Source: an optimization exercise on an open RTL-to-GDS flow (aim: small area). Production flows keep margins and buffers that such runs may drop. In this exercise RTL edits were held to simulation tests only and were not proved equivalent to the original. Power figures rest on the tool's default switching activity, not on a simulated workload.

$ cat config.mk
export PLATFORM = sky130hd
export DESIGN_NAME = heapsort
export DESIGN_NICKNAME = heapsort
export VERILOG_FILES = /design/flow/design.v
export SDC_FILE = /design/flow/constraint.sdc
export NUM_CORES = 4
export LEC_CHECK = 0
export ABC_AREA = 1
export CAP_MARGIN = 20
export CORE_MARGIN = 2
export CORE_UTILIZATION = 50
export CTS_BUF_LIST = sky130_fd_sc_hd__clkbuf_16
export CTS_CLUSTER_DIAMETER = 70
export CTS_CLUSTER_SIZE = 24
export GPL_TIMING_DRIVEN = 0
export PLACE_DENSITY = 0.65
export SLEW_MARGIN = 20
$ cat constraint.sdc
create_clock -name core_clock -period 14.0 [get_ports {clk}]
set_input_delay 2.8000 -clock core_clock [delete_from_list [all_inputs] [get_ports {clk}]]
set_output_delay 2.8000 -clock core_clock [all_outputs]
set_load 0.01 [all_outputs]
$ cat design.v
package heapsort_pkg;
   localparam int DATA_W = 32;
   localparam int DIGITS  = 4;
   localparam int DIGIT_W = DATA_W / DIGITS;
endpackage
import heapsort_pkg::*;
module heap_dpram #(
   parameter int NW = 31
)(
   input  logic                  clk,
   input  logic [NW-1:0]         i_we,
   input  logic [DIGIT_W-1:0]    i_wdig,
   output logic [NW*DIGIT_W-1:0] o_rdig
);
   for (genvar g = 0; g < NW; g++) begin : g_word
      logic [DATA_W-1:0]  r_word;
      logic [DIGIT_W-1:0] w_wrap;
      assign o_rdig[g*DIGIT_W +: DIGIT_W] = r_word[DATA_W-1 -: DIGIT_W];
      assign w_wrap = i_we[g] ? i_wdig : r_word[DATA_W-1 -: DIGIT_W];
      always_ff @(posedge clk)
         r_word <= {r_word[DATA_W-DIGIT_W-1:0], w_wrap};
   end
endmodule
import heapsort_pkg::*;
module heapsort #(
   parameter int LEVEL = 4
)(
   input  logic              clk,
   input  logic              rst,
   input  logic              fs,
   input  logic              en_rec_in,
   input  logic [DATA_W-1:0] data_in,
   output logic [DATA_W-1:0] data_out
);
   localparam int N  = (2 ** (LEVEL + 1)) - 1;
   localparam int IW = LEVEL + 1;
   localparam int PW = 2;      
   localparam logic [IW-1:0] LAST  = IW'(N - 1);
   localparam logic [PW-1:0] PLAST = PW'(DIGITS - 1);
   logic              r_fs;
   logic [PW-1:0]     r_ph;       
   logic              r_ph0;      
   logic              r_steady;   
   logic [IW-1:0]     r_cnt;      
   logic [IW-1:0]     r_idx;      
   logic              r_pend;     
   logic              r_win;      
   logic              r_fin;      
   logic              r_late;     
   logic [N-1:0]      r_drn;      
   logic [N-1:0]      r_alive;
   logic              r_alive_p;  
   logic              r_swp;      
   logic [DATA_W-1:0] r_pn;
   logic [DATA_W-1:0] r_dout;
   logic                 w_evt;
   logic                 w_full;
   logic [N-1:0]         w_we;
   logic [N-1:0]         w_tgt;
   logic                 w_clr;
   logic                 w_add;
   logic [N*DIGIT_W-1:0] w_rdig;
   logic [N-1:0]         w_alive;
   logic                 w_alive_p;
   logic [DIGIT_W-1:0]   w_min;
   logic [IW-1:0]        w_first;
   assign w_evt    = fs & ~r_fs & en_rec_in;
   assign w_full   = (r_cnt == LAST);
   assign data_out = r_dout;
   always_comb begin
      w_tgt = '0;
      w_tgt[r_idx] = 1'b1;
      w_we = r_win ? w_tgt : '0;
   end
   heap_dpram #(.NW(N)) u_store (
      .clk    (clk),
      .i_we   (w_we),
      .i_wdig (r_pn[DATA_W-1 -: DIGIT_W]),
      .o_rdig (w_rdig)
   );
   always_comb begin
      logic z;
      w_alive   = r_ph0 ? r_drn : r_alive;
      w_alive_p = r_ph0 ? (r_win & r_swp) : r_alive_p;
      for (int b = DIGIT_W - 1; b >= 0; b--) begin
         z = w_alive_p & ~r_pn[DATA_W - DIGIT_W + b];
         for (int w = 0; w < N; w++) z = z | (w_alive[w] & ~w_rdig[w*DIGIT_W + b]);
         w_min[b] = ~z;
         for (int w = 0; w < N; w++) w_alive[w] = w_alive[w] & ~(w_rdig[w*DIGIT_W + b] & z);
         w_alive_p = w_alive_p & ~(r_pn[DATA_W - DIGIT_W + b] & z);
      end
   end
   assign w_clr = w_evt | r_late;
   assign w_add = r_fin & r_swp & ~r_alive_p;
   always_comb begin
      w_first = '0;
      for (int w = N - 1; w >= 0; w--)
         if (r_alive[w]) w_first = IW'(w);
   end
   always_ff @(posedge clk) begin
      r_alive   <= w_alive;
      r_alive_p <= w_alive_p;
      if (w_evt)      r_pn <= data_in;
      else if (r_win) r_pn <= {r_pn[DATA_W-DIGIT_W-1:0], w_min};
      if (w_evt & w_full) r_drn <= r_fin ? '1 : ~w_tgt;
      else                r_drn <= (r_drn & ~(w_clr ? w_tgt : '0)) | (w_add ? w_tgt : '0);
      if (w_evt)          r_swp <= w_full;
      if (!rst) begin
         r_fs     <= 1'b0;
         r_ph     <= '0;
         r_ph0    <= 1'b1;
         r_steady <= 1'b0;
         r_cnt    <= '0;
         r_idx    <= '0;
         r_pend   <= 1'b0;
         r_win    <= 1'b0;
         r_fin    <= 1'b0;
         r_late   <= 1'b0;
         r_dout   <= '0;
      end else begin
         r_fs <= fs;
         r_ph <= r_ph + PW'(1);
         r_ph0 <= (r_ph == PLAST);
         if (w_evt) begin
            if (r_steady) r_dout <= r_pn;
            if (w_full) begin
               r_cnt    <= '0;
               r_steady <= 1'b1;
            end else begin
               r_cnt <= r_cnt + IW'(1);
            end
         end
         if (r_ph == PLAST) begin
            r_win  <= r_pend | w_evt;
            r_pend <= 1'b0;
         end else if (w_evt) begin
            r_pend <= 1'b1;
         end
         r_fin <= r_win & (r_ph == PLAST);
         if (r_fin && !r_alive_p) r_idx <= r_steady ? w_first : r_cnt;
         r_late <= w_evt & r_fin;
      end
   end
endmodule
$ cat flow/run.sh
#!/bin/bash
# Layout flow: the standard ORFS flow with three changes.
#  1. After the standard synthesis (run unchanged), the combinational logic of
#     its netlist is re-mapped for area by Yosys/ABC (remap.ys, remap.abc).
#     Every register keeps its instance name and cell type.
#  2. Ports are buffered with sky130_fd_sc_hd__buf_1.
#  3. Clock tree synthesis adds no dummy loads.
# Each tool's output goes to its own log here (synth.log, remap_models.log,
# remap.log, make.log); ORFS keeps per-step logs under orfs/logs/.
set -euo pipefail
W=$(pwd)
P=${FLOW_PLATFORM:-sky130hd}
R=$W/orfs/results/$P/heapsort/base
L=$W/orfs/logs/$P/heapsort/base
LIB=$FLOW_HOME/platforms/$P/lib/sky130_fd_sc_hd__tt_025C_1v80.lib
YS=${YOSYS_EXE:-$(command -v yosys || echo $FLOW_HOME/../tools/install/yosys/bin/yosys)}

bash standard.sh synth > synth.log 2>&1

cp "$R/1_2_yosys.v" "$W/std_netlist.v"
python3 flow/mkmodels.py "$LIB" "$W/cells_comb.v" > remap_models.log 2>&1
DU=$(grep -h "abc -script" "$L/1_2_yosys.log" | head -1 | grep -o -- "-dont_use [A-Za-z0-9_]*" | tr '\n' ' ')
sed -e "s#@LIB@#$LIB#g" -e "s#@DU@#$DU#" -e "s#@IN@#$W/std_netlist.v#" \
    -e "s#@OUT@#$R/1_2_yosys.v#" -e "s#@MODELS@#$W/cells_comb.v#" \
    -e "s#@ABC@#$W/flow/remap.abc#" -e "s#@CONSTR@#$W/flow/abc.constr#" \
    -e "s#@TOP@#${FLOW_TOP:-heapsort}#" flow/remap.ys > remap_run.ys
"$YS" -s remap_run.ys > remap.log 2>&1

export BUFFER_PORTS_ARGS="-buffer_cell sky130_fd_sc_hd__buf_1"
export CTS_ARGS="-sink_clustering_enable -repair_clock_nets -dont_use_dummy_load -buf_list sky130_fd_sc_hd__clkbuf_4 -sink_clustering_size 10 -sink_clustering_max_diameter 40"
bash standard.sh finish > make.log 2>&1
$ cat flow/abc.constr
set_driving_cell sky130_fd_sc_hd__buf_1
set_load 5
$ cat flow/mkmodels.py
# Writes Verilog models of the platform's combinational cells, taken from the
# liberty "function" attributes, so Yosys can re-map a mapped netlist's logic.
# usage: python3 mkmodels.py LIBERTY OUT.v
import re, sys
lib = open(sys.argv[1]).read()
out = []
for c in re.split(r'\n\s*cell\s*\(', lib)[1:]:
    name = re.match(r'\s*"?(\w+)"?', c).group(1)
    if re.search(r'\n\s*(ff|latch|statetable)\s*\(', c):
        continue
    pins = []
    for m in re.finditer(r'\n\s*pin\s*\(\s*"?(\w+)"?\s*\)\s*\{(.*?)\n\s{8}\}', c, re.S):
        body = m.group(2)
        d = re.search(r'direction\s*:\s*"?(\w+)"?', body).group(1)
        f = re.search(r'function\s*:\s*"([^"]*)"', body)
        pins.append((m.group(1), d, f.group(1) if f else None))
    outs = [p for p in pins if p[1] == 'output']
    if not outs or any(p[2] is None for p in outs):
        continue
    ins = [p[0] for p in pins if p[1] == 'input']
    s = f"module {name}({', '.join(ins + [p[0] for p in outs])});\n"
    for i in ins:
        s += f"  input {i};\n"
    for p in outs:
        e = p[2].replace('!', '~').replace('+', '|').replace('*', '&')
        s += f"  output {p[0]};\n  assign {p[0]} = {e};\n"
    out.append(s + "endmodule\n")
open(sys.argv[2], 'w').write(''.join(out))
print(f"{len(out)} combinational cell models")
$ cat flow/remap.abc
strash
&get -n
&st
&syn2
&dch -f
&nf -a -R 1000
&put
topo
stime -c
buffer -c
upsize -c
dnsize -c
$ cat flow/remap.ys
# Re-map the combinational logic of the standard synthesis netlist for area.
# Registers (and every other sequential cell) stay the same instances with the
# same names and cell types: they are read as black boxes from the liberty.
read_verilog @MODELS@
read_liberty -lib -ignore_redef @LIB@
read_verilog @IN@
hierarchy -check -top @TOP@
flatten
opt_clean -purge
techmap
opt -fast
abc -script @ABC@ -liberty @LIB@ @DU@ -constr @CONSTR@ -D 11000
opt_clean -purge
delete t:$scopeinfo
hilomap -singleton -hicell sky130_fd_sc_hd__conb_1 HI -locell sky130_fd_sc_hd__conb_1 LO
insbuf -buf sky130_fd_sc_hd__buf_4 A X
check -mapped
stat -liberty @LIB@
write_verilog -nohex -nodec @OUT@
$ cat standard.sh
#!/bin/bash
# synth_recipe.tcl (not shown) runs the flow's synth.tcl, then flattens the netlist and writes it again
# the make line also repeats each setting of config.mk as NAME=value (left out here)
make -C /OpenROAD-flow-scripts/flow DESIGN_CONFIG=/design/flow/config.mk WORK_HOME=/design/flow/orfs CLKGATE_MAP_FILE= SYNTH_SCRIPT=/design/flow/synth_recipe.tcl "${@:-finish}"
==> results of run 1 <==
[sequential cells by signal, summed over array words and instances, names as in the netlist]
signal                 cells
r_pend                     1
r_drn                     31
r_pn                      32
r_steady                   1
r_win                      1
r_cnt                      5
r_swp                      1
r_alive                   31
r_alive_p                  1
r_late                     1
r_idx                      5
r_fs                       1
r_fin                      1
r_dout                    32
r_ph0                      1
r_ph                       2
u_store.g_word.r_word    992
[critical path, delay by kind of cell, from the launching register on]
kind                   cells  cell delay [ns]
and+or+nand+nor           28             5.36
DFF                        1             0.34
buffers and inverters     14             2.28
muxes                      1             0.18
AOI/OAI and AO/OA         20             4.94
[layout make-up]
type                       count  area, µm²
multi-input combinational   1165       8470
antenna                        4       10.0
clock buffer                 147       1100
fill                        5453      29300
inverter                      30        113
sequential                  1139      23100
buffer                       130        779
tap                          855       1070
timing repair buffer          76        389
[placed cells by master (no fill, tap or decap), types with 11 or more instances in the layout]
cell type and count:
dfxtp_1 1106, mux2_2 244, nor2_1 162, clkbuf_4 147, a21o_1 110, o22ai_1 98
nand2_1 91, clkbuf_1 70, buf_1 70, a21oi_1 68, nor3_1 45, buf_4 36
edfxtp_1 33, a22o_1 32, mux2i_1 31, inv_1 29, o21ai_0 29, nor4_1 26
nand3_1 25, buf_6 20, a221oi_2 18, nor2b_1 14, a211oi_1 13, o22a_1 13
nand2b_1 11
[layer usage]
metal / up-vias / GRT usage (%) / routed length (µm)
met1: 9570 / 37.4 / 41800
li1: 9070 / - / -
met5: - / 0 / 0
met2: 749 / 40.8 / 39300
met3: 200 / 5.47 / 5340
met4: 0 / 13.7 / 4380
[power by group]
part	total [mW]	internal [mW]	switching (mW)
Clock	1.46	0.483	0.979
Combinational	0.0819	0.0253	0.0566
Sequential	3.31	3.29	0.0211
[worst max-delay path by stage]
stage          start  cells past startpoint     endpoint
4_1_cts        r_ph0                     63  r_alive[21]
5_1_grt        r_ph0                     60    r_alive_p
6_report       r_ph0                     63  r_alive[21]
3_5_place_dp   r_ph0                     61  r_alive[21]
3_3_place_gp   r_ph0                     62  r_alive[21]
2_1_floorplan  r_ph0                     59  r_alive[23]
[stage by stage]
step           power (mW)  util, %  hold slack (ns)
6_report             4.85     54.5            0.254
5_1_grt              5.03     54.5            0.248
4_1_cts              4.89     54.5            0.251
3_5_place_dp         3.47     52.8            0.312
3_3_place_gp         3.46     52.5            0.310
2_1_floorplan        3.42        -            0.310
==> impl_metrics.yaml, run 1 <==
floorplan:
  initial_utilization_pct: 50.4
  die_width_um: 259
  dieArea_um2: 66900
  row_count: 93
  fp.dieH_um: 259
  ioPinCount: 68
  core-area_um2: 64300
clocking:
  htreeDepth: 4
  ctsHoldBuffers: 0
  cts_tree: "done"
  clock_latency_ns: 1.03
  cts_buffer_depth: 3
  cts_buffers: 147
  clkTransAtPathRegs_ns: 0.10
  postCtsSetupBuffers: 0
  numClockSinks: 1139
  ctsRootBufferMaster: "clkbuf_4"
  cts.repair.resized: 0
detailed_routing:
  drt_iter0_drc: 1696
  vias: 19600
  drtAntennaViolNets: 0
  drc: 0
  post_drt_via_cell_ratio: 5.52
  firstDrtPassIters: 5
  wl_um: 90900
  post_drt_wl_per_cell_um: 25.6
sta:
  finalSetupViolCount: 0
  maxSlewViolCount: 0
  worstMarginPinSlew_ns: 1.18
  rsz0062_at_grt: "false"
  fmax_mhz: 74.9
  fin_crit_ns: 13.35
  finalClockSkew_ns: 0.111
  slew_headroom_pct: 21.3
  tns_ns: 0
  period_share_pct: 95.4
  hold_viol_final: 0
  fin_ws_ns: 0.648
setup_path:
  reg2reg_depth: 63
  cpMaxStageDelayCell: "or4_1"
  reg2reg_to: "r_alive[21]"
  cp-end-kind: "flop"
  r2r-start: "r_ph0"
  setup.worst_path.start_class: "flop"
  arrival_ns: 14.13
  r2r_slack_ns: 0.65
  crit_top_cell: "buf_6"
  worst_ep_required_time_ns: 14.78
  crit_path_max_incr_delay_ns: 0.63
  path_class: "flop to flop"
  worst-path-max-fanout: 10
global_routing:
  grt_usage_pct: 27.2
  grt_pass1_wl_um: 130000
  grt-ovfl-total: 0
  grt_start_max_net_pins: 29
  antenna_found_initial: 6
  grt_pass1_vias: 19400
power:
  p_per_area_nw_per_um2: 138
  leakagePower_nw: 14.5
  max-vdd-ir-drop_mv: 0.0799
job:
  maxCapViolCount: 0
outcome:
  outcome: "no timing/DRC/antenna violations"
min_path:
  hold_path_depth: 0
  hold_start: "u_store.g_word[20].r_word[16]"
  hold_path.class: "flop to flop"
  holdPathEnd: "u_store.g_word[20].r_word[24]"
synth:
  syn_avg_cell_area_um2: 13.2
  synth_warnings: 2
  syn_inst: 2464
  syn_area_um2: 32400
  syn_nets: 2500
placed_design:
  post-place-ws_ns: 1.07
  finalWeightedCongestion: 0.939
  place_area_um2: 33900
  place_hpwl_um: 64800
  placed_cells: 3395
  portBuffers: 67
cells_and_area:
  nNetsFinal: 2725
  syn_to_final_growth_pct: 8.08
  drive_gt1_share_pct: 18.6
  design_area_um2: 35100
  layout.cells.non_filler: 3546
==> run 2: changes to the inputs <==
--- a/design.v
+++ b/design.v
@@ -100,8 +100,9 @@
    always_ff @(posedge clk) begin
       r_alive   <= w_alive;
       r_alive_p <= w_alive_p;
-      if (w_evt)      r_pn <= data_in;
-      else if (r_win) r_pn <= {r_pn[DATA_W-DIGIT_W-1:0], w_min};
+      r_pn <= ({DATA_W{w_evt}} & data_in) |
+              ({DATA_W{~w_evt & r_win}} & {r_pn[DATA_W-DIGIT_W-1:0], w_min}) |
+              ({DATA_W{~w_evt & ~r_win}} & r_pn);
       if (w_evt & w_full) r_drn <= r_fin ? '1 : ~w_tgt;
       else                r_drn <= (r_drn & ~(w_clr ? w_tgt : '0)) | (w_add ? w_tgt : '0);
       if (w_evt)          r_swp <= w_full;
==> flow/run.sh (replaced) <==
#!/bin/bash
# Layout flow: the standard ORFS flow with three changes.
#  1. After the standard synthesis (run unchanged), the combinational logic of
#     its netlist is re-mapped for area by Yosys/ABC (remap.ys with each of
#     remap*.abc; the smallest result is kept). Every register keeps its
#     instance name and cell type.
#  2. Ports are buffered with sky130_fd_sc_hd__buf_1.
#  3. Clock tree synthesis adds no dummy loads and uses small clock buffers.
# Each tool's output goes to its own log here (synth.log, remap_models.log,
# remap_N.log, make.log); ORFS keeps per-step logs under orfs/logs/.
set -euo pipefail
W=$(pwd)
P=${FLOW_PLATFORM:-sky130hd}
R=$W/orfs/results/$P/heapsort/base
L=$W/orfs/logs/$P/heapsort/base
LIB=$FLOW_HOME/platforms/$P/lib/sky130_fd_sc_hd__tt_025C_1v80.lib
YS=${YOSYS_EXE:-$(command -v yosys || echo $FLOW_HOME/../tools/install/yosys/bin/yosys)}

bash standard.sh synth > synth.log 2>&1

cp "$R/1_2_yosys.v" "$W/std_netlist.v"
python3 flow/mkmodels.py "$LIB" "$W/cells_comb.v" > remap_models.log 2>&1
DU=$(grep -h "abc -script" "$L/1_2_yosys.log" | head -1 | grep -o -- "-dont_use [A-Za-z0-9_]*" | tr '\n' ' ')
best=""; best_area=""
for abc in flow/remap*.abc; do
  n=$(basename "$abc" .abc)
  sed -e "s#@LIB@#$LIB#g" -e "s#@DU@#$DU#" -e "s#@IN@#$W/std_netlist.v#" \
      -e "s#@OUT@#$W/$n.v#" -e "s#@MODELS@#$W/cells_comb.v#" \
      -e "s#@ABC@#$W/$abc#" -e "s#@CONSTR@#$W/flow/abc.constr#" \
      -e "s#@TOP@#${FLOW_TOP:-heapsort}#" flow/remap.ys > "$n.ys"
  if "$YS" -s "$n.ys" > "$n.log" 2>&1; then
    a=$(grep "Chip area" "$n.log" | tail -1 | awk '{print $NF}')
    echo "$n $a" >> remap_areas.txt
    if [[ -z "$best_area" ]] || awk -v a="$a" -v b="$best_area" 'BEGIN{exit !(a<b)}'; then
      best=$n; best_area=$a
    fi
  fi
done
echo "kept $best $best_area" >> remap_areas.txt
if [[ -n "$best" ]]; then cp "$W/$best.v" "$R/1_2_yosys.v"; fi

export BUFFER_PORTS_ARGS="-buffer_cell sky130_fd_sc_hd__buf_1"
export CTS_ARGS="-sink_clustering_enable -repair_clock_nets -dont_use_dummy_load -buf_list sky130_fd_sc_hd__clkbuf_4 -sink_clustering_size 10 -sink_clustering_max_diameter 40"
bash standard.sh finish > make.log 2>&1
==> flow/remap1.abc (new file) <==
strash
&get -n
&st
&syn2
&dch -f
&nf -a -R 1000
&put
topo
stime -c
buffer -c
upsize -c
dnsize -c
==> flow/remap2.abc (new file) <==
strash
&get -n
&st
&syn3
&dch -f
&nf -a -R 1000
&put
topo
stime -c
buffer -c
upsize -c
dnsize -c
==> flow/remap3.abc (new file) <==
strash
&get -n
&st
&syn2
&dch -f
&nf -a -R 1000
&st
&syn2
&dch -f
&nf -a -R 1000
&put
topo
stime -c
buffer -c
upsize -c
dnsize -c
==> flow/remap4.abc (new file) <==
strash
&get -n
&st
&dch -f
&nf -a -R 1000
&put
topo
stime -c
buffer -c
upsize -c
dnsize -c
==> config.mk (replaced) <==
export PLATFORM = sky130hd
export DESIGN_NAME = heapsort
export DESIGN_NICKNAME = heapsort
export VERILOG_FILES = /design/flow/design.v
export SDC_FILE = /design/flow/constraint.sdc
export NUM_CORES = 4
export LEC_CHECK = 0
export ABC_AREA = 1
export CAP_MARGIN = 20
export CORE_MARGIN = 2
export CORE_UTILIZATION = 65
export GPL_TIMING_DRIVEN = 0
export PLACE_DENSITY = 0.85
export SLEW_MARGIN = 20
removed: flow/remap.abc
==> impl_metrics.yaml, run 2 <==
power:
  max-vdd-ir-drop_mv: 0.109
  leakagePower_nw: 14.6
  p_per_area_nw_per_um2: 143
setup_path:
  r2r_slack_ns: 0.61
  setup.worst_path.start_class: "flop"
  crit_top_cell: "buf_6"
  cp_top_family: "simple AND/OR/NAND/NOR gates"
  arrival_ns: 14.27
  critPathBufInv: 17
  cp-end-kind: "flop"
  cpMaxStageDelayCell: "or4_1"
  reg2reg_to: "r_alive_p"
  path_class: "flop to flop"
  reg2reg_depth: 62
  worst-path-max-fanout: 10
  crit_path_max_incr_delay_ns: 0.51
  r2r-start: "r_ph0"
  worst_ep_required_time_ns: 14.88
cells_and_area:
  final_cell_mix: "dfxtp_1 (1,138), mux2_2 (248), clkbuf_4 (141), a21o_1 (123), nand2_1 (106)"
  final_common_cell: "dfxtp_1"
  drive_gt1_share_pct: 18.0
  regMostFlops: "u_store.g_word.r_word"
  fillers: 3450
  reg.largest.list: "u_store.g_word.r_word: 992 flops, r_dout: 32 flops, r_pn: 32 flops"
  seqCellArea_um2: 22800
  multi_input_area_um2: 8480
  nNetsFinal: 2675
  largest_register_ffs: 992
  syn_to_final_growth_pct: 6.95
floorplan:
  row_count: 81
  die_width_um: 226
  ioPinCount: 68
  fp.dieH_um: 226
  initial_utilization_pct: 65.7
  core-area_um2: 48800
  dieArea_um2: 51200
detailed_routing:
  vias: 19800
  drc: 0
  drt_iter0_drc: 2070
  drtAntennaViolNets: 0
  post_drt_via_cell_ratio: 5.99
  wl_um: 86400
  firstDrtPassIters: 8
  post_drt_wl_per_cell_um: 26.1
synth:
  syn_avg_cell_area_um2: 13.2
  syn_area_um2: 32100
  syn_nets: 2463
  synth_warnings: 2
  syn_inst: 2427
sta:
  hold_viol_final: 0
  finalClockSkew_ns: 0.119
  worstMarginPinSlew_ns: 1.24
  maxSlewViolCount: 0
  fin_ws_ns: 0.614
  tns_ns: 0
  fin_crit_ns: 13.39
  fmax_mhz: 74.7
  slew_headroom_pct: 17.1
  rsz0062_at_grt: "false"
  period_share_pct: 95.6
  finalSetupViolCount: 0
min_path:
  hold_path.class: "flop to flop"
  hold_path_depth: 0
  holdPathEnd: "u_store.g_word[13].r_word[20]"
  hold_start: "u_store.g_word[13].r_word[12]"
global_routing:
  grt_start_max_net_pins: 17
  grt-ovfl-total: 0
  grt_pass1_vias: 19400
  grt_usage_pct: 34.2
  antenna_found_initial: 3
  grt_pass1_wl_um: 124000
clocking:
  numClockSinks: 1139
  clock_latency_ns: 1.08
  ctsRootBufferMaster: "clkbuf_4"
  postCtsSetupBuffers: 0
  htreeDepth: 4
  cts_buffer_depth: 3
  clkTransAtPathRegs_ns: 0.10
  cts.repair.resized: 0
  ctsHoldBuffers: 0
  cts_tree: "done"
  cts_buffers: 141
outcome:
  outcome: "no timing/DRC/antenna violations"
job:
  maxCapViolCount: 0
placed_design:
  post-place-ws_ns: 1.01
  finalWeightedCongestion: 0.996
  portBuffers: 67
  place_hpwl_um: 60500
[run 2: metal layers]
metal  wire length, µm  track usage, %
met5                 0           0.880
met3              7530            8.02
met4              4410            18.3
met2             38000            51.4
met1             36400            46.1
[run 2: worst max-delay path by stage]
stage / slack, ns / to / depth (start not counted) / start
final: 0.61 / r_alive_p / 62 / r_ph0
after global routing: 0.07 / r_alive_p / 62 / r_ph0
after CTS: 0.88 / r_alive_p / 64 / r_ph0
after detailed placement: 1.01 / r_alive_p / 64 / r_ph0
after global placement: 0.89 / r_alive_p / 61 / r_ph0
after floorplan: 4.27 / r_alive_p / 58 / r_ph0
[run 2: stage by stage]
step / instance area [µm²] / instances / utilization (%) / hold WS, ns / power (mW)
3_3_place_gp: 33200 / 3158 / 68.0 / 0.310 / 3.55
2_1_floorplan: 32100 / 2427 / - / 0.310 / 3.48
5_1_grt: 34300 / 3308 / 70.3 / 0.298 / 5.07
6_report: 34400 / 3309 / 70.3 / 0.287 / 4.91
4_1_cts: 34300 / 3301 / 70.3 / 0.297 / 4.92
3_5_place_dp: 33300 / 3160 / 68.1 / 0.312 / 3.56
[run 2: layout make-up]
class	count	share of cell area (%)
clock buffer	141	3.08
buffer	139	2.35
multi-input combinational	1132	24.7
inverter	17	0.186
sequential	1139	66.4
antenna	8	0.0583
tap	664	2.42
timing repair buffer	69	0.820
[run 2: where the power goes]
group / switching, mW / leakage (nW) / internal [mW]
Combinational: 0.113 / 4.78 / 0.0460
Clock: 0.958 / 0.649 / 0.465
Sequential: 0.0396 / 9.20 / 3.29
Total: 1.11 / 14.6 / 3.80
==> run 3: changes to the inputs <==
--- a/flow/run.sh
+++ b/flow/run.sh
@@ -21,19 +21,32 @@
 cp "$R/1_2_yosys.v" "$W/std_netlist.v"
 python3 flow/mkmodels.py "$LIB" "$W/cells_comb.v" > remap_models.log 2>&1
 DU=$(grep -h "abc -script" "$L/1_2_yosys.log" | head -1 | grep -o -- "-dont_use [A-Za-z0-9_]*" | tr '\n' ' ')
-best=""; best_area=""
-for abc in flow/remap*.abc; do
+# Each remap*.abc is tried (up to 4 at a time); the smallest netlist is kept.
+remap_one() {
+  local abc=$1 n
   n=$(basename "$abc" .abc)
   sed -e "s#@LIB@#$LIB#g" -e "s#@DU@#$DU#" -e "s#@IN@#$W/std_netlist.v#" \
       -e "s#@OUT@#$W/$n.v#" -e "s#@MODELS@#$W/cells_comb.v#" \
       -e "s#@ABC@#$W/$abc#" -e "s#@CONSTR@#$W/flow/abc.constr#" \
       -e "s#@TOP@#${FLOW_TOP:-heapsort}#" flow/remap.ys > "$n.ys"
-  if "$YS" -s "$n.ys" > "$n.log" 2>&1; then
-    a=$(grep "Chip area" "$n.log" | tail -1 | awk '{print $NF}')
-    echo "$n $a" >> remap_areas.txt
-    if [[ -z "$best_area" ]] || awk -v a="$a" -v b="$best_area" 'BEGIN{exit !(a<b)}'; then
-      best=$n; best_area=$a
-    fi
+  timeout 900 "$YS" -s "$n.ys" > "$n.log" 2>&1 || rm -f "$W/$n.v"
+}
+jobs_run=0
+for abc in flow/remap*.abc; do
+  remap_one "$abc" &
+  jobs_run=$((jobs_run + 1))
+  if (( jobs_run % 4 == 0 )); then wait; fi
+done
+wait
+best=""; best_area=""
+for abc in flow/remap*.abc; do
+  n=$(basename "$abc" .abc)
+  [[ -s "$W/$n.v" ]] || continue
+  a=$(grep "Chip area" "$n.log" | tail -1 | awk '{print $NF}')
+  [[ -n "$a" ]] || continue
+  echo "$n $a" >> remap_areas.txt
+  if [[ -z "$best_area" ]] || awk -v a="$a" -v b="$best_area" 'BEGIN{exit !(a<b)}'; then
+    best=$n; best_area=$a
   fi
 done
 echo "kept $best $best_area" >> remap_areas.txt
==> flow/remap5.abc (new file) <==
strash
&get -n
&st
&deepsyn -T 60 -S 7
&dch -f
&nf -a -R 1000
&put
topo
stime -c
buffer -c
upsize -c
dnsize -c
==> flow/remap6.abc (new file) <==
strash
&get -n
&st
&deepsyn -T 60
&dch -f
&nf -a -R 1000
&put
topo
stime -c
buffer -c
upsize -c
dnsize -c
==> flow/remap7.abc (new file) <==
strash
&get -n
&st
&syn2
&deepsyn -T 120
&dch -f
&nf -a -R 1000
&put
topo
stime -c
buffer -c
upsize -c
dnsize -c
==> impl_metrics.yaml, run 3 <==
clocking:
  ctsRootBufferMaster: "clkbuf_4"
  clock_latency_ns: 1.01
  clkTransAtPathRegs_ns: 0.10
  postCtsSetupBuffers: 0
  cts_buffers: 139
  htreeDepth: 4
  cts_tree: "done"
  numClockSinks: 1139
  cts_buffer_depth: 3
setup_path:
  cp-end-kind: "flop"
  r2r-start: "r_ph0"
  worst-path-max-fanout: 10
  arrival_ns: 14.36
  path_class: "flop to flop"
  cpMaxStageDelayCell: "or4_1"
  crit_path_max_incr_delay_ns: 0.54
  r2r_slack_ns: 0.49
  reg2reg_depth: 63
  crit_top_cell: "nor4_1"
  reg2reg_to: "r_alive[2]"
  worst_ep_required_time_ns: 14.85
  setup.worst_path.start_class: "flop"
sta:
  fin_crit_ns: 13.51
  slew_headroom_pct: 17.7
  period_share_pct: 96.5
  rsz0062_at_grt: "false"
  worstMarginPinSlew_ns: 1.23
  maxSlewViolCount: 0
  holdWs_ns: 0.273
  finalClockSkew_ns: 0.0905
  hold_viol_final: 0
  finalSetupViolCount: 0
  fmax_mhz: 74.0
  tns_ns: 0
cells_and_area:
  multi_input_area_um2: 8280
  seqCellArea_um2: 22800
  largest_register_ffs: 992
  syn_to_final_growth_pct: 6.84
  drive_gt1_share_pct: 18.0
  nNetsFinal: 2665
  reg.largest.list: "u_store.g_word.r_word: 992 flops, r_dout: 32 flops, r_pn: 32 flops"
  final_common_cell: "dfxtp_1"
  final_cell_mix: "dfxtp_1 (1,138), mux2_2 (242), clkbuf_4 (139), nor2_1 (138), o22ai_1 (122)"
  fillers: 3313
  regMostFlops: "u_store.g_word.r_word"
placed_design:
  place_hpwl_um: 59000
  finalWeightedCongestion: 0.995
  portBuffers: 67
detailed_routing:
  drc: 0
  firstDrtPassIters: 6
  vias: 19700
  post_drt_wl_per_cell_um: 26.1
  wl_um: 84800
  drtAntennaViolNets: 0
  drt_iter0_drc: 2011
  post_drt_via_cell_ratio: 6.06
power:
  max-vdd-ir-drop_mv: 0.106
  leakagePower_nw: 13.9
  p_per_area_nw_per_um2: 148
synth:
  syn_avg_cell_area_um2: 13.2
  syn_nets: 2455
  synth_warnings: 2
  syn_area_um2: 31900
  syn_inst: 2419
global_routing:
  grt_pass1_wl_um: 123000
  grt-ovfl-total: 0
  antenna_found_initial: 3
  grt_pass1_vias: 19100
  grt_usage_pct: 33.9
  grt_start_max_net_pins: 17
min_path:
  holdPathEnd: "u_store.g_word[10].r_word[12]"
  hold_path_depth: 0
  hold_path.class: "flop to flop"
  hold_start: "u_store.g_word[10].r_word[4]"
floorplan:
  fp.dieH_um: 225
  row_count: 81
  ioPinCount: 68
  initial_utilization_pct: 65.5
  dieArea_um2: 50800
  die_width_um: 225
  core-area_um2: 48600
job:
  maxCapViolCount: 0
outcome:
  outcome: "no timing/DRC/antenna violations"
## run 3: cell count changes in the layout (fill, tap and decap cells not counted), moves of 22 or more
cell | before | now
o21ai_0 | 65 | 3
o22ai_1 | 96 | 122
o32a_1 | 0 | 31
nor2_1 | 62 | 138
a21o_1 | 123 | 101
o22a_1 | 32 | 2
mux2i_1 | 54 | 28
## run 3: cell type report
class / count / share of cell area, %
Sequential cell: 1139 / 67.0
Multi-Input combinational cell: 1124 / 24.3
Clock buffer: 139 / 3.07
Tap cell: 622 / 2.29
Buffer: 133 / 2.18
Timing Repair Buffer: 69 / 0.827
Inverter: 23 / 0.254
Antenna cell: 5 / 0.0368
## run 3: timing repair
action | in CTS | in global routing
hold buffers | 0 | 0
setup endpoints to repair | 0 | 26
resized for setup | 0 | 5
## run 3: metal layers
metal	vias up	GRT usage (%)	wire, µm
met3	245	10.3	8740
met4	2	17.7	4310
met2	1071	49.1	36200
met5	-	0	11
met1	9504	45.8	35600
li1	8901	-	-
## run 3: stage by stage
stage	utilization, %	area, µm²	total power, mW	setup slack [ns]	cells
after floorplan	-	31900	3.55	4.35	2419
after global placement	67.6	32900	3.67	0.947	3108
after detailed placement	67.6	32900	3.68	0.838	3109
after CTS	69.8	34000	5.03	0.746	3248
after global routing	70.0	34000	5.20	0.0971	3254
final	70.0	34000	5.03	0.486	3254
## run 3: worst max-delay path by stage
stage | start | end | slack, ns | cells past startpoint
floorplan | r_ph0 | r_alive[1] | 4.35 | 63
finish | r_ph0 | r_alive[2] | 0.49 | 63
global placement | r_ph0 | r_alive[2] | 0.95 | 65
CTS | r_ph0 | r_alive[2] | 0.75 | 64
global route | r_ph0 | r_alive[2] | 0.1 | 63
detailed placement | r_ph0 | r_alive[4] | 0.84 | 64
## run 3: report_power, final
group,internal (mW),leakage (nW),switching (mW)
clock,0.459,0.640,0.950
sequential,3.29,9.21,0.0479
combinational,0.0915,4.09,0.191
## run 3: critical path: cells and delay by family (launching register included)
family,cells,cell delay (ns)
AO/OA/AOI/OAI,18,3.89
buffers and inverters,17,3.22
flip-flops,1,0.33
multiplexers,1,0.47
AND/OR/NAND/NOR,27,5.43
==> run 4: changes to the inputs <==
--- a/flow/remap.ys
+++ b/flow/remap.ys
@@ -6,6 +6,9 @@
 read_verilog @IN@
 hierarchy -check -top @TOP@
 flatten
+# Nets named after the ports of flattened cells (_NNN_.PIN) give way to the
+# design's own names, so no port is left behind an assign (and a buffer).
+rename -hide w:_*_.*
 opt_clean -purge
 techmap
 opt -fast
==> impl_metrics.yaml, run 4 <==
placed_design:
  finalWeightedCongestion: 0.998
  portBuffers: 67
  place_hpwl_um: 58800
sta:
  finalClockSkew_ns: 0.0891
  finalSetupViolCount: 0
  rsz0062_at_grt: "false"
  period_share_pct: 96.1
  worstMarginPinSlew_ns: 1.29
  slew_headroom_pct: 14.0
  tns_ns: 0
  fin_crit_ns: 13.45
  hold_viol_final: 0
  maxSlewViolCount: 0
  fmax_mhz: 74.3
cells_and_area:
  drive_gt1_share_pct: 16.6
  fillers: 3339
  syn_to_final_growth_pct: 6.70
  nNetsFinal: 2633
  largest_register_ffs: 992
  seqCellArea_um2: 22800
  multi_input_area_um2: 8240
  reg.largest.list: "u_store.g_word.r_word: 992 flops, r_dout: 32 flops, r_pn: 32 flops"
  final_cell_mix: "dfxtp_1 (1,138), mux2_2 (242), clkbuf_4 (139), nor2_1 (138), o22ai_1 (122)"
  regMostFlops: "u_store.g_word.r_word"
  final_common_cell: "dfxtp_1"
clocking:
  ctsRootBufferMaster: "clkbuf_4"
  clock_latency_ns: 1.01
  postCtsSetupBuffers: 0
  cts_buffer_depth: 3
  cts_buffers: 139
  clkTransAtPathRegs_ns: 0.10
  cts.repair.resized: 0
  htreeDepth: 4
  ctsHoldBuffers: 0
  cts_tree: "done"
  numClockSinks: 1139
min_path:
  hold_path.class: "flop to flop"
  hold_start: "u_store.g_word[17].r_word[4]"
global_routing:
  grt_usage_pct: 33.4
  antenna_found_initial: 1
  grt_start_max_net_pins: 17
  grt_pass1_vias: 18900
  grt-ovfl-total: 0
  grt_pass1_wl_um: 121000
floorplan:
  row_count: 80
  die_width_um: 225
  fp.dieH_um: 225
  dieArea_um2: 50400
  core-area_um2: 47800
  initial_utilization_pct: 66.1
  ioPinCount: 68
setup_path:
  critPathBufInv: 17
  worst_ep_required_time_ns: 14.84
  r2r_slack_ns: 0.55
  path_depth: 58
  setup.worst_path.start_class: "flop"
  r2r-start: "r_ph0"
  arrival_ns: 14.29
  reg2reg_to: "r_alive[3]"
  crit_path_start: "r_ph0"
  worst-path-max-fanout: 10
  cp-end-kind: "flop"
  path_class: "flop to flop"
  reg2reg_depth: 58
  critPathCapture: "r_alive[3]"
  cp_top_family: "simple AND/OR/NAND/NOR gates"
  crit_path_max_incr_delay_ns: 0.71
  cpMaxStageDelayCell: "buf_1"
detailed_routing:
  firstDrtPassIters: 6
  post_drt_via_cell_ratio: 6.09
  drt_iter0_drc: 2041
  post_drt_wl_per_cell_um: 26.3
  wl_um: 84300
  vias: 19500
  drc: 0
  drtAntennaViolNets: 0
power:
  max-vdd-ir-drop_mv: 0.121
  total_power_mw: 5.02
  combPwrFrac_pct: 5.6
  p_switching_mw: 1.19
  p_per_area_nw_per_um2: 149
  swShare_pct: 23.6
  p_int_mw: 3.84
  p_seq_share_pct: 66.4
  clkPwrFrac_pct: 28.0
  leakagePower_nw: 13.8
synth:
  syn_area_um2: 31600
  syn_inst: 2387
  syn_nets: 2423
  syn_avg_cell_area_um2: 13.2
  synth_warnings: 2
outcome:
  outcome: "no timing/DRC/antenna violations"
job:
  maxCapViolCount: 0
-- run 4: area by class of cell --
class	instances	area share, %
Antenna cell	1	0.00742
Inverter	23	0.256
Tap cell	615	2.28
Clock buffer	139	3.09
Buffer	101	1.49
Timing Repair Buffer	69	0.805
Multi-Input combinational cell	1124	24.4
Sequential cell	1139	67.6
-- run 4: stage by stage --
| step | util, % | worst slack (ns) | area [µm²] | instances | hold WS, ns |
|---|---|---|---|---|---|
| after detailed placement | 68.2 | 1.00 | 32700 | 3070 | 0.312 |
| after CTS | 70.4 | 0.921 | 33700 | 3209 | 0.276 |
| after global routing | 70.5 | 0.0336 | 33700 | 3211 | 0.270 |
| final | 70.5 | 0.546 | 33700 | 3211 | 0.279 |
| after floorplan | - | 4.35 | 31600 | 2387 | 0.310 |
| after global placement | 68.2 | 1.02 | 32600 | 3069 | 0.310 |
-- run 4: how the worst min path moves through the flow --
stage / to / slack, ns / depth (start not counted)
floorplan: u_store.g_word[0].r_word[10] / 0.31 / 0
global placement: u_store.g_word[10].r_word[23] / 0.31 / 0
detailed placement: u_store.g_word[29].r_word[25] / 0.31 / 0
CTS: u_store.g_word[17].r_word[12] / 0.28 / 0
global route: u_store.g_word[17].r_word[12] / 0.27 / 0
finish: u_store.g_word[17].r_word[12] / 0.28 / 0
-- run 4: metal layers --
metal	GRT usage, %	routed length [µm]	vias to the layer above	share of wire [%]
li1	-	-	8852	-
met1	45.6	35900	9454	43
met2	49.2	36500	1030	43
met3	9.38	7790	210	9.2
met4	16.6	4040	0	4.8
met5	0	0	-	0
-- run 4: power groups by stage --
stage | clock network, mW | logic (mW) | registers [mW]
after detailed placement | 0 | 0.271 | 3.40
after global placement | 0 | 0.267 | 3.40
after floorplan | 0 | 0.171 | 3.38
after global routing | 1.56 | 0.295 | 3.34
after CTS | 1.43 | 0.272 | 3.33
final | 1.41 | 0.282 | 3.33
==> run 5: changes to the inputs <==
==> flow/remap1.abc (replaced) <==
strash
&get -n
&st
&syn3
&dch -f
&nf -a -R 1000
&put
topo
stime -c
buffer -c
upsize -c
dnsize -c
==> flow/remap2.abc (replaced) <==
strash
&get -n
&st
&deepsyn -T 60 -S 7
&dch -f
&nf -a -R 1000
&put
topo
stime -c
buffer -c
upsize -c
dnsize -c
==> flow/remap3.abc (replaced) <==
strash
&get -n
&st
&deepsyn -T 60
&dch -f
&nf -a -R 1000
&put
topo
stime -c
buffer -c
upsize -c
dnsize -c
==> flow/remap4.abc (replaced) <==
strash
&get -n
&st
&deepsyn -T 120 -S 11
&dch -f
&nf -a -R 1000
&put
topo
stime -c
buffer -c
upsize -c
dnsize -c
==> flow/remap5.abc (replaced) <==
strash
&get -n
&st
&deepsyn -T 120 -S 23
&dch -f
&nf -a -R 1000
&st
&dch -f
&nf -a -R 1000
&put
topo
stime -c
buffer -c
upsize -c
dnsize -c
==> flow/remap6.abc (replaced) <==
strash
&get -n
&st
&deepsyn -T 120 -S 17
&dch -f
&nf -a -R 1000
&put
topo
stime -c
buffer -c
upsize -c
dnsize -c
==> flow/remap7.abc (replaced) <==
strash
&get -n
&st
&deepsyn -T 120 -S 29
&dch -f
&nf -a -R 1000
&st
&dch -f
&nf -a -R 1000
&put
topo
stime -c
buffer -c
upsize -c
dnsize -c
==> flow/remap8.abc (new file) <==
strash
&get -n
&st
&deepsyn -T 120 -S 41
&dch -f
&nf -a -R 1000
&put
topo
stime -c
buffer -c
upsize -c
dnsize -c
==> impl_metrics.yaml, run 5 <==
cells_and_area:
  largest_register_ffs: 992
  drive_gt1_share_pct: 16.6
  final_common_cell: "dfxtp_1"
  final_cell_mix: "dfxtp_1 (1,138), mux2_2 (242), clkbuf_4 (139), nor2_1 (138), o22ai_1 (122)"
  multi_input_area_um2: 8240
  regMostFlops: "u_store.g_word.r_word"
  reg.largest.list: "u_store.g_word.r_word: 992 flops, r_dout: 32 flops, r_pn: 32 flops"
  fillers: 3339
  seqCellArea_um2: 22800
  syn_to_final_growth_pct: 6.70
  nNetsFinal: 2633
  design_area_um2: 33700
clocking:
  clkTransAtPathRegs_ns: 0.10
  cts_buffer_depth: 3
  cts_tree: "done"
  postCtsSetupBuffers: 0
  htreeDepth: 4
  clock_latency_ns: 1.01
  cts_buffers: 139
  numClockSinks: 1139
  cts.repair.resized: 0
  ctsRootBufferMaster: "clkbuf_4"
  ctsHoldBuffers: 0
sta:
  rsz0062_at_grt: "false"
  slew_headroom_pct: 14.0
  tns_ns: 0
  fin_crit_ns: 13.45
  worstMarginPinSlew_ns: 1.29
  maxSlewViolCount: 0
  fmax_mhz: 74.3
  period_share_pct: 96.1
  hold_viol_final: 0
  finalSetupViolCount: 0
  finalClockSkew_ns: 0.0891
global_routing:
  grt_pass1_vias: 18900
  grt_usage_pct: 33.4
  grt_pass1_wl_um: 121000
  antenna_found_initial: 1
  grt_start_max_net_pins: 17
  grt-ovfl-total: 0
detailed_routing:
  firstDrtPassIters: 6
  wl_um: 84300
  post_drt_wl_per_cell_um: 26.3
  drtAntennaViolNets: 0
  drc: 0
  vias: 19500
  post_drt_via_cell_ratio: 6.09
  drt_iter0_drc: 2041
power:
  p_per_area_nw_per_um2: 149
  total_power_mw: 5.02
  max-vdd-ir-drop_mv: 0.121
  leakagePower_nw: 13.8
synth:
  syn_avg_cell_area_um2: 13.2
  synth_warnings: 2
  syn_nets: 2423
  syn_inst: 2387
  syn_area_um2: 31600
placed_design:
  finalWeightedCongestion: 0.998
  place_area_um2: 32700
  place_hpwl_um: 58800
  portBuffers: 67
setup_path:
  path_class: "flop to flop"
  reg2reg_depth: 58
  arrival_ns: 14.29
  worst-path-max-fanout: 10
  r2r-start: "r_ph0"
  worst_ep_required_time_ns: 14.84
  cp-end-kind: "flop"
  crit_path_max_incr_delay_ns: 0.71
  r2r_slack_ns: 0.55
  setup.worst_path.start_class: "flop"
  cpMaxStageDelayCell: "buf_1"
  reg2reg_to: "r_alive[3]"
floorplan:
  fp.dieH_um: 225
  die_width_um: 225
  initial_utilization_pct: 66.1
  dieArea_um2: 50400
  core-area_um2: 47800
  ioPinCount: 68
  row_count: 80
min_path:
  holdPathEnd: "u_store.g_word[17].r_word[12]"
  hold_path.class: "flop to flop"
  hold_start: "u_store.g_word[17].r_word[4]"
  hold_path_depth: 0
job:
  maxCapViolCount: 0
outcome:
  outcome: "no timing/DRC/antenna violations"
[run 5: power by group]
part	switching (mW)	internal, mW	leakage (nW)
Clock	0.948	0.459	0.640
Sequential	0.0465	3.29	9.21
Combinational	0.191	0.0910	3.92
Total	1.19	3.84	13.8
[run 5: per-layer routing]
layer  vias up  routed length [µm]  track usage, %
li1       8852                   -               -
met5         -                   0               0
met2      1030               36500            49.2
met3       210                7790            9.38
met4         0                4040            16.6
met1      9454               35900            45.6
[run 5: how the worst max path moves through the flow]
stage,start,depth (start not counted),to
after floorplan,r_ph0,63,r_alive[1]
after global placement,r_ph0,63,r_alive[3]
after detailed placement,r_ph0,57,r_alive[12]
after CTS,r_ph0,57,r_alive[12]
after global routing,r_ph0,64,r_alive[3]
final,r_ph0,58,r_alive[3]
[run 5: critical path, delay by kind of cell (launching register included)]
kind / cells / cell delay [ns]
multiplexers: 1 / 0.45
AND/OR/NAND/NOR: 23 / 4.62
flip-flops: 1 / 0.33
AO/OA/AOI/OAI: 17 / 3.96
buffers and inverters: 17 / 3.93
[run 5: through the flow]
step | std cells | hold WS (ns) | util [%] | worst slack [ns]
3_3_place_gp | 3069 | 0.310 | 68.2 | 1.02
6_report | 3211 | 0.279 | 70.5 | 0.546
5_1_grt | 3211 | 0.270 | 70.5 | 0.0336
4_1_cts | 3209 | 0.276 | 70.4 | 0.921
2_1_floorplan | 2387 | 0.310 | - | 4.35
3_5_place_dp | 3070 | 0.312 | 68.2 | 1.00
[run 5: layout make-up]
type / instances / share of cell area [%]
Tap cell: 615 / 2.28
Multi-Input combinational cell: 1124 / 24.4
Antenna cell: 1 / 0.00742
Sequential cell: 1139 / 67.6
Buffer: 101 / 1.49
Inverter: 23 / 0.256
Clock buffer: 139 / 3.09
Timing Repair Buffer: 69 / 0.805
==> run 6: changes to the inputs <==
--- a/flow/run.sh
+++ b/flow/run.sh
@@ -29,7 +29,7 @@
       -e "s#@OUT@#$W/$n.v#" -e "s#@MODELS@#$W/cells_comb.v#" \
       -e "s#@ABC@#$W/$abc#" -e "s#@CONSTR@#$W/flow/abc.constr#" \
       -e "s#@TOP@#${FLOW_TOP:-heapsort}#" flow/remap.ys > "$n.ys"
-  timeout 900 "$YS" -s "$n.ys" > "$n.log" 2>&1 || rm -f "$W/$n.v"
+  timeout 1500 "$YS" -s "$n.ys" > "$n.log" 2>&1 || rm -f "$W/$n.v"
 }
 jobs_run=0
 for abc in flow/remap*.abc; do
==> flow/remap2.abc (replaced) <==
strash
&get -n
&st
&deepsyn -I 40 -T 900
&dch -f
&nf -a -R 1000
&put
topo
stime -c
buffer -c
upsize -c
dnsize -c
==> flow/remap3.abc (replaced) <==
strash
&get -n
&st
&deepsyn -I 75 -T 900 -S 11
&dch -f
&nf -a -R 1000
&put
topo
stime -c
buffer -c
upsize -c
dnsize -c
==> flow/remap4.abc (replaced) <==
strash
&get -n
&st
&deepsyn -I 75 -T 900 -S 23
&dch -f
&nf -a -R 1000
&st
&dch -f
&nf -a -R 1000
&put
topo
stime -c
buffer -c
upsize -c
dnsize -c
==> flow/remap5.abc (replaced) <==
strash
&get -n
&st
&deepsyn -I 75 -T 900 -S 7
&dch -f
&nf -a -R 1000
&put
topo
stime -c
buffer -c
upsize -c
dnsize -c
==> flow/remap6.abc (replaced) <==
strash
&get -n
&st
&deepsyn -I 75 -T 900 -S 17
&dch -f
&nf -a -R 1000
&put
topo
stime -c
buffer -c
upsize -c
dnsize -c
removed: flow/remap7.abc
removed: flow/remap8.abc
==> impl_metrics.yaml, run 6 <==
outcome:
  outcome: "no timing/DRC/antenna violations"
setup_path:
  reg2reg_depth: 63
  path_class: "flop to flop"
  arrival_ns: 14.44
  cp-end-kind: "flop"
  cpMaxStageDelayCell: "mux2i_1"
  worst-path-max-fanout: 10
  worst_ep_required_time_ns: 14.86
  crit_path_max_incr_delay_ns: 0.56
  setup.worst_path.start_class: "flop"
placed_design:
  place_hpwl_um: 59500
  place_area_um2: 32900
  placed_cells: 3085
  portBuffers: 67
  finalWeightedCongestion: 1.04
power:
  total_power_mw: 4.91
  leakagePower_nw: 14.4
  p_per_area_nw_per_um2: 144
  max-vdd-ir-drop_mv: 0.101
clocking:
  clkTransAtPathRegs_ns: 0.10
  cts_tree: "done"
  postCtsSetupBuffers: 0
  numClockSinks: 1139
  clock_latency_ns: 1.05
  ctsHoldBuffers: 0
  ctsRootBufferMaster: "clkbuf_4"
  cts_buffer_depth: 3
  cts.repair.resized: 0
  htreeDepth: 4
  cts_buffers: 142
cells_and_area:
  reg.largest.list: "u_store.g_word.r_word: 992 flops, r_dout: 32 flops, r_pn: 32 flops"
  nNetsFinal: 2643
  fillers: 3381
  drive_gt1_share_pct: 16.9
  layout.cells.non_filler: 3233
  design_area_um2: 34000
  syn_to_final_growth_pct: 6.76
  final_common_cell: "dfxtp_1"
  largest_register_ffs: 992
  postLayoutCoreUtil_pct: 70.0
  final_cell_mix: "dfxtp_1 (1,138), mux2_2 (248), clkbuf_4 (142), a21o_1 (123), nand2_1 (106)"
  regMostFlops: "u_store.g_word.r_word"
sta:
  slew_headroom_pct: 14.7
  fmax_mhz: 73.6
  worstMarginPinSlew_ns: 1.28
  hold_viol_final: 0
  rsz0062_at_grt: "false"
  fin_crit_ns: 13.58
  finalClockSkew_ns: 0.0932
  period_share_pct: 97.0
  maxSlewViolCount: 0
  finalSetupViolCount: 0
  tns_ns: 0
floorplan:
  initial_utilization_pct: 65.5
  ioPinCount: 68
  die_width_um: 225
  fp.dieH_um: 225
  row_count: 81
  dieArea_um2: 50800
  core-area_um2: 48600
detailed_routing:
  firstDrtPassIters: 5
  post_drt_wl_per_cell_um: 26.3
  wl_um: 84900
  drt_iter0_drc: 1877
  drtAntennaViolNets: 0
  vias: 19600
  drc: 0
  post_drt_via_cell_ratio: 6.07
global_routing:
  grt_pass1_vias: 19100
  grt-ovfl-total: 0
  antenna_found_initial: 2
  grt_pass1_wl_um: 122000
  grt_usage_pct: 33.8
  grt_start_max_net_pins: 17
synth:
  syn_inst: 2395
  syn_area_um2: 31900
  synth_warnings: 2
  syn_nets: 2431
  syn_avg_cell_area_um2: 13.3
job:
  maxCapViolCount: 0
min_path:
  hold_path_depth: 0
  hold_path.class: "flop to flop"
==> run 6: stage by stage <==
stage	hold WS, ns	setup WS [ns]
after floorplan	0.310	4.27
after global placement	0.309	0.983
after detailed placement	0.312	0.929
after CTS	0.274	0.903
after global routing	0.275	0.0434
final	0.278	0.419
==> run 6: metal layers <==
| layer | vias to the layer above | GRT usage (%) | share of wire, % |
|---|---|---|---|
| li1 | 8881 | - | - |
| met1 | 9553 | 46.3 | 43 |
| met2 | 965 | 49.6 | 43 |
| met3 | 210 | 8.03 | 8.7 |
| met4 | 0 | 18.4 | 5.1 |
| met5 | - | 0 | 0 |
==> run 6: worst paths after layout <==
path	slack (ns)	to	start
worst max register to register	0.42	r_alive[13]	r_ph0
worst max-delay path	0.42	r_alive[13]	r_ph0
worst min-delay path	0.28	u_store.g_word[20].r_word[10]	u_store.g_word[20].r_word[2]
worst min register to register	0.28	u_store.g_word[20].r_word[10]	u_store.g_word[20].r_word[2]
==> run 6: power breakdown <==
| part | internal [mW] | total [mW] | switching (mW) |
|---|---|---|---|
| clock network | 0.468 | 1.43 | 0.959 |
| registers | 3.29 | 3.33 | 0.0382 |
| logic | 0.0460 | 0.158 | 0.112 |
| total | 3.81 | 4.91 | 1.11 |
==> run 6: cell type report <==
cell class	count	area [µm²]	share of cell area (%)
flip-flops and latches	1139	22800	67.0
diodes	6	15.0	0.0441
repair buffers	68	267	0.783
clock buffers	142	1070	3.13
plain buffers	107	566	1.66
multi-input cells	1132	8470	24.9
well taps	622	778	2.29
inverters	17	63.8	0.188
==> run 6: critical path, delay by kind of cell (launching register included) <==
kind | cells | cell delay, ns
buffers and inverters | 19 | 3.24
muxes | 1 | 0.56
AOI/OAI and AO/OA | 19 | 4.10
and+or+nand+nor | 24 | 5.22
DFF | 1 | 0.31
==> run 7: changes to the inputs <==
==> flow/remap2.abc (replaced) <==
strash
&get -n
&st
&deepsyn -J 30 -T 900
&dch -f
&nf -a -R 1000
&put
topo
stime -c
buffer -c
upsize -c
dnsize -c
==> flow/remap3.abc (replaced) <==
strash
&get -n
&st
&deepsyn -J 30 -T 900 -S 11
&dch -f
&nf -a -R 1000
&put
topo
stime -c
buffer -c
upsize -c
dnsize -c
==> flow/remap4.abc (replaced) <==
strash
&get -n
&st
&deepsyn -J 30 -T 900 -S 23
&dch -f
&nf -a -R 1000
&st
&dch -f
&nf -a -R 1000
&put
topo
stime -c
buffer -c
upsize -c
dnsize -c
==> flow/remap5.abc (replaced) <==
strash
&get -n
&st
&deepsyn -J 30 -T 900 -S 7
&dch -f
&nf -a -R 1000
&put
topo
stime -c
buffer -c
upsize -c
dnsize -c
==> flow/remap6.abc (replaced) <==
strash
&get -n
&st
&deepsyn -J 30 -T 900 -S 17
&dch -f
&nf -a -R 1000
&put
topo
stime -c
buffer -c
upsize -c
dnsize -c
==> impl_metrics.yaml, run 7 <==
cells_and_area:
  final_common_cell: "dfxtp_1"
  largest_register_ffs: 992
  regMostFlops: "u_store.g_word.r_word"
  nNetsFinal: 2633
  multi_input_area_um2: 8240
  syn_to_final_growth_pct: 6.70
  final_cell_mix: "dfxtp_1 (1,138), mux2_2 (242), clkbuf_4 (139), nor2_1 (138), o22ai_1 (122)"
  reg.largest.list: "u_store.g_word.r_word: 992 flops, r_dout: 32 flops, r_pn: 32 flops"
  seqCellArea_um2: 22800
  drive_gt1_share_pct: 16.6
  fillers: 3339
setup_path:
  cp-end-kind: "flop"
  cp_top_family: "simple AND/OR/NAND/NOR gates"
  path_class: "flop to flop"
  arrival_ns: 14.29
  cpMaxStageDelayCell: "buf_1"
  worst-path-max-fanout: 10
  critPathBufInv: 17
  crit_path_max_incr_delay_ns: 0.71
  setup.worst_path.start_class: "flop"
  worst_ep_required_time_ns: 14.84
floorplan:
  row_count: 80
  core-area_um2: 47800
  die_width_um: 225
  ioPinCount: 68
  dieArea_um2: 50400
  fp.dieH_um: 225
  initial_utilization_pct: 66.1
sta:
  fmax_mhz: 74.3
  worstMarginPinSlew_ns: 1.29
  maxSlewViolCount: 0
  fin_crit_ns: 13.45
  finalClockSkew_ns: 0.0891
  slew_headroom_pct: 14.0
  period_share_pct: 96.1
  rsz0062_at_grt: "false"
  hold_viol_final: 0
  tns_ns: 0
  finalSetupViolCount: 0
  fin_ws_ns: 0.546
synth:
  syn_inst: 2387
  syn_avg_cell_area_um2: 13.2
  synth_warnings: 2
  syn_area_um2: 31600
  syn_nets: 2423
global_routing:
  top_usage_layer: "met2"
  grt_use_met1_pct: 45.6
  grt_usage_pct: 33.4
  grt-ovfl-total: 0
  grt_pass1_vias: 18900
  grt_pass1_wl_um: 121000
  antenna_found_initial: 1
  met2_usage_pct: 49.2
  grt_start_max_net_pins: 17
  grt_util_met3_pct: 9.38
placed_design:
  finalWeightedCongestion: 0.998
  place_hpwl_um: 58800
  post-place-ws_ns: 1.00
  portBuffers: 67
detailed_routing:
  drt_iter0_drc: 2041
  wl_um: 84300
  drtAntennaViolNets: 0
  post_drt_wl_per_cell_um: 26.3
  firstDrtPassIters: 6
  post_drt_via_cell_ratio: 6.09
  drc: 0
  vias: 19500
power:
  p_per_area_nw_per_um2: 149
  total_power_mw: 5.02
  leakagePower_nw: 13.8
  max-vdd-ir-drop_mv: 0.121
clocking:
  ctsRootBufferMaster: "clkbuf_4"
  htreeDepth: 4
  clock_latency_ns: 1.01
  clkTransAtPathRegs_ns: 0.10
  numClockSinks: 1139
  postCtsSetupBuffers: 0
  cts_buffers: 139
  ctsHoldBuffers: 0
  cts.repair.resized: 0
  cts_buffer_depth: 3
  cts_tree: "done"
outcome:
  outcome: "no timing/DRC/antenna violations"
min_path:
  hold_path.class: "flop to flop"
job:
  maxCapViolCount: 0
run 7: final cells by class:
cell class	instances	share of cell area, %
Sequential cell	1139	67.6
Multi-Input combinational cell	1124	24.4
Clock buffer	139	3.09
Tap cell	615	2.28
Buffer	101	1.49
Timing Repair Buffer	69	0.805
Inverter	23	0.256
Antenna cell	1	0.00742
run 7: through the flow:
stage | area [µm²] | std cells | hold slack [ns] | utilization [%]
5_1_grt | 33700 | 3211 | 0.270 | 70.5
3_5_place_dp | 32700 | 3070 | 0.312 | 68.2
4_1_cts | 33700 | 3209 | 0.276 | 70.4
2_1_floorplan | 31600 | 2387 | 0.310 | -
3_3_place_gp | 32600 | 3069 | 0.310 | 68.2
6_report | 33700 | 3211 | 0.279 | 70.5
run 7: final timing paths:
check             cells after the start  slack, ns                       endpoint                          from
setup / recovery                     58       0.55                     r_alive[3]                         r_ph0
hold / removal                        0       0.28  u_store.g_word[17].r_word[12]  u_store.g_word[17].r_word[4]
setup reg to reg                     58       0.55                     r_alive[3]                         r_ph0
hold reg to reg                       0       0.28  u_store.g_word[17].r_word[12]  u_store.g_word[17].r_word[4]
run 7: report_power, final:
| group | switching [mW] | internal [mW] | total (mW) |
|---|---|---|---|
| clock | 0.948 | 0.459 | 1.41 |
| sequential | 0.0465 | 3.29 | 3.33 |
| combinational | 0.191 | 0.0910 | 0.282 |
| total | 1.19 | 3.84 | 5.02 |
run 7: layer usage:
metal / wire [µm] / part of all wire, %
met2: 36500 / 43
met3: 7790 / 9.2
met1: 35900 / 43
met5: 0 / 0
met4: 4040 / 4.8
run 7: worst register-to-register path: cells and delay by family (launching register included):
kind / cells / cell delay, ns
buffers and inverters: 17 / 3.94
and+or+nand+nor: 23 / 4.63
muxes: 1 / 0.45
AOI/OAI and AO/OA: 17 / 3.97
DFF: 1 / 0.33

==> separate check: timing with driven ports <==
Ports are ideal in the flow. The routed layouts listed here were re-timed in OpenROAD. Step 1, drivers: a clkbuf_16 drives clk and a buf_2 each remaining input, both assumed. Step 2 adds t to the input delays and takes it off the output delays; t is the mean of the earliest and latest rising clock arrival at the registers after step 1. Input paths then give back, and output paths get back, about the clock's delay inside the block. Three values: no drivers, after step 1, after step 2; two values: the first two.
| run | t (ns) | slack for setup (ns) | worst slew at a driven data input, ns |
|---|---|---|---|
| run 1 | 1.028 | 0.648 / 0.648 / 0.648 | 0.04 |
| run 2 | 1.074 | 0.614 / 0.614 / 0.614 | 0.04 |
| run 3 | 1.040 | 0.486 / 0.486 / 0.486 | 0.06 |
| run 4 | 1.026 | 0.546 / 0.546 / 0.546 | 0.05 |
| run 5 | 1.026 | 0.546 / 0.546 / 0.546 | 0.05 |
| run 6 | 1.058 | 0.419 / 0.419 / 0.419 | 0.05 |
| run 7 | 1.026 | 0.546 / 0.546 / 0.546 | 0.05 |
After both steps every run listed still meets setup and hold.
